This design comes from an exercise in tuning for small area on the open sky130 flow, not from production work.
Only simulation tests tie the RTL to the original design; equivalence was not proved.
Power is estimated from default activity; no workload was simulated. No driver is modelled on the clock port, so clocking that relies on it looks cheaper here than on a real chip.

job 4213:
Design niuCpu, start of the top module:
module niuCpu (
    input  logic        clk,
    input  logic        reset,
    output logic [31:0] fetchAddr,
    output logic        fetchStrobe,
    input  logic [31:0] fetchData,
    output logic [31:0] dataAddr,
    output logic [31:0] dataWdata,
    output logic        dataWrite,
    input  logic [31:0] dataRdata,
    output logic        halted
);
For scale: about 1700 cells after synthesis, ~170 I/O pins, ~29000 sq um of cells after synthesis.
Settings: LEC_CHECK=0, CAP_MARGIN=20, CORE_MARGIN=2, CORE_UTILIZATION=40, SLEW_MARGIN=20; clock period 14.0 ns.
run.sh (not shown) runs the stock make flow with config.mk's settings and CLKGATE_MAP_FILE= SYNTH_SCRIPT=/design/flow/synth_recipe.tcl, a recipe that flattens the netlist after the stock synthesis.
Job 4213 finished every step from synthesis to the final layout, and the layout passed the timing, design-rule and antenna checks.
## Diff of input files: job 6277 against job 4213
==> flow/flow/run.sh (new file) <==
#!/bin/bash
# Standard layout, with port buffers of the smallest buffer cell and a clock tree
# built from fewer, larger clusters without dummy loads.
set -euo pipefail
export BUFFER_PORTS_ARGS="-buffer_cell sky130_fd_sc_hd__buf_1"
export CTS_ARGS="-sink_clustering_enable -repair_clock_nets -dont_use_dummy_load -buf_list sky130_fd_sc_hd__clkbuf_16 -sink_clustering_size 30 -sink_clustering_max_diameter 80"
bash standard.sh > standard_flow.log 2>&1
==> flow/standard.sh (new file) <==
#!/bin/bash
# synth_recipe.tcl (not shown) runs the flow's synth.tcl, then flattens the netlist and writes it again
# the make line also repeats each setting of config.mk as NAME=value (left out here)
make -C /OpenROAD-flow-scripts/flow DESIGN_CONFIG=/design/flow/config.mk WORK_HOME=/design/flow/orfs CLKGATE_MAP_FILE= SYNTH_SCRIPT=/design/flow/synth_recipe.tcl "${@:-finish}"
removed: flow/run.sh
Findings:
- Compared job 6277 vs job 4213, and number of inserted filler cells in the final layout is up in job 6277.
- On count of plain and timing-repair buffers, the higher figure sits with job 4213, not job 6277.
- Per the comparison of job 6277 with job 4213, cell area power density dropped about 13%; total power fell by 22%.
- | combinational fraction of design power | job 6277 vs job 4213 | ≈ equal |
- Setup slack of the critical path after layout was higher in the run labelled job 6277.
- Job 6277 against job 4213: critical path depth went down; power drawn by the clock network down about 47%; global-route usage decreased 0.94 points.
Input-level comparison between job 1451 and job 6277:
Settings: CORE_UTILIZATION: 40 -> 65.
==> comparison <==
- Job 1451 ran to completion and came out clean on the timing, design-rule and antenna checks.
- Summary of job 1451 over job 6277: clock period minus worst slack rose by 0.11 ns, core utilization rose by 27 points, final standard cell area without fillers fell by 1.6%, iteration-0 DRC count of the detailed router rose by 185.
- Per the comparison of job 1451 with job 6277, number of vias after detailed routing saw an increase, layout-stage area growth over the synthesis result down 1.8 points.
- Job 1451 vs. job 6277: number of clock buffers in the layout went down by 3.
- ~same combinational share of power in job 1451 and job 6277
- Min power consumption across job 1451 and job 6277: job 1451

* * *

== oak ==
Another version of the RTL of niuCpu (not shown whole).
Size in the first run: about 170 I/O pins, roughly 28,000 um^2 of cells after synthesis.
export LEC_CHECK = 0
export CAP_MARGIN = 20
export CORE_MARGIN = 2
export CORE_UTILIZATION = 70
export SLEW_MARGIN = 20
create_clock -name core_clock -period 14.0 [get_ports {clk}]
standard.sh (not shown) runs the stock make flow with config.mk's settings and CLKGATE_MAP_FILE= SYNTH_SCRIPT=/design/flow/synth_recipe.tcl, a recipe that flattens the netlist after the stock synthesis.
==> flow/flow/run.sh <==
#!/bin/bash
# Standard layout (the standard.sh), with two changes: the port buffers
# are the smallest buffer cell, and the clock tree uses clusters of up to 30
# flip-flops on clkbuf_16 buffers, without dummy loads. The whole output of the flow
# goes to standard_flow.log; ORFS keeps each tool's log under orfs/logs/.
set -euo pipefail
export BUFFER_PORTS_ARGS="-buffer_cell sky130_fd_sc_hd__buf_1"
export CTS_ARGS="-sink_clustering_enable -repair_clock_nets -dont_use_dummy_load -root_buf sky130_fd_sc_hd__clkbuf_16 -tree_buf sky130_fd_sc_hd__clkbuf_16 -buf_list sky130_fd_sc_hd__clkbuf_8 -sink_clustering_size 20 -sink_clustering_max_diameter 50"
bash standard.sh > standard_flow.log 2>&1
#### Input delta (pine over oak)
==> flow/flow/run.sh <==
#!/bin/bash
# The standard layout (standard.sh) with three changes:
#  - synthesis maps the logic with an area-oriented ABC script
#    (flow/abc_area.script) in place of ORFS's delay-oriented one; everything
#    else in the synthesis, registers included, is the standard synthesis;
#  - the port buffers are the smallest buffer cell;
#  - the clock tree uses clusters of up to 30 flip-flops on clkbuf_16
#    buffers, without dummy loads.
# The flow's whole output goes to standard_flow.log; ORFS keeps each tool's
# log under orfs/logs/.
set -euo pipefail
W=$PWD
sed "s#^  log_cmd abc {\*}\$abc_args#  log_cmd abc -script $W/flow/abc_area.script {*}[lrange \$abc_args 2 end]#" \
    "$FLOW_HOME/scripts/synth.tcl" > "$W/synth_area.tcl"
grep -q "abc_area.script" "$W/synth_area.tcl"
sed "s#^source \$::env(SCRIPTS_DIR)/synth.tcl#source $W/synth_area.tcl#" \
    "$W/synth_recipe.tcl" > "$W/synth_recipe_area.tcl"
grep -q "synth_area.tcl" "$W/synth_recipe_area.tcl"
sed "s#SYNTH_SCRIPT=[^ ]*#SYNTH_SCRIPT=$W/synth_recipe_area.tcl#" "$W/standard.sh" > "$W/standard_area.sh"
grep -q "synth_recipe_area.tcl" "$W/standard_area.sh"
export BUFFER_PORTS_ARGS="-buffer_cell sky130_fd_sc_hd__buf_1"
export CTS_ARGS="-sink_clustering_enable -repair_clock_nets -dont_use_dummy_load -buf_list sky130_fd_sc_hd__clkbuf_16 -sink_clustering_size 30 -sink_clustering_max_diameter 80"
bash "$W/standard_area.sh" > standard_flow.log 2>&1
==> flow/flow/abc_area.script (new file) <==
strash
dc2
dch -f
amap
topo
--- outcome ---
Having completed the whole flow, pine delivered a layout that passed the timing, design-rule and antenna checks. Row worst hold slack after final layout: pine higher / oak lower. Going from oak to pine, the aggregate global-route resource usage was found to have gone up by 4.3 points. simple AND/OR/NAND/NOR gates as the combinational family with the most area after synthesis was reported by oak, and compound AO/OA/AOI/OAI gates by pine. Compared with oak, in pine setup slack rose 0.052 ns; wire length grew by 13%; total power now larger; utilization went up by 0.65 points; number of multi-input combinational cells went down. Via count (pine over oak): increase, about 5.3%. Area: pine vs oak -> pine smaller.

[re-timing with driven ports]
Ports are ideal in the flow. The routed layouts listed here were re-timed in OpenROAD. Step 1: set_driving_cell puts a clkbuf_16 on clk and a buf_2 on each other input, an assumption about the parent block. Step 2, shift: input delay + t, output delay - t, t = (earliest + latest rising clock arrival at the registers) / 2. This alone moves slack from input paths to output paths. a / b / c = ideal ports / drivers / drivers and shift; a / b = the first two.
run	t (ns)	slack for setup (ns)	worst setup path after step 2
job 4213	0.702	6.768 / 6.710 / 7.412	register to output
job 6277	0.650	7.389 / 7.328 / 7.978	register to output
job 1451	0.632	7.281 / 7.222 / 7.854	register to output
oak	0.622	1.904 / 1.863 / 1.241	input to register
pine	0.644	1.956 / 1.994 / 1.349	input to register
After both steps every run listed still meets setup and hold. The setup slack of oak, which loses most, moves by -0.041 ns with the drivers and by -0.663 ns with both steps.
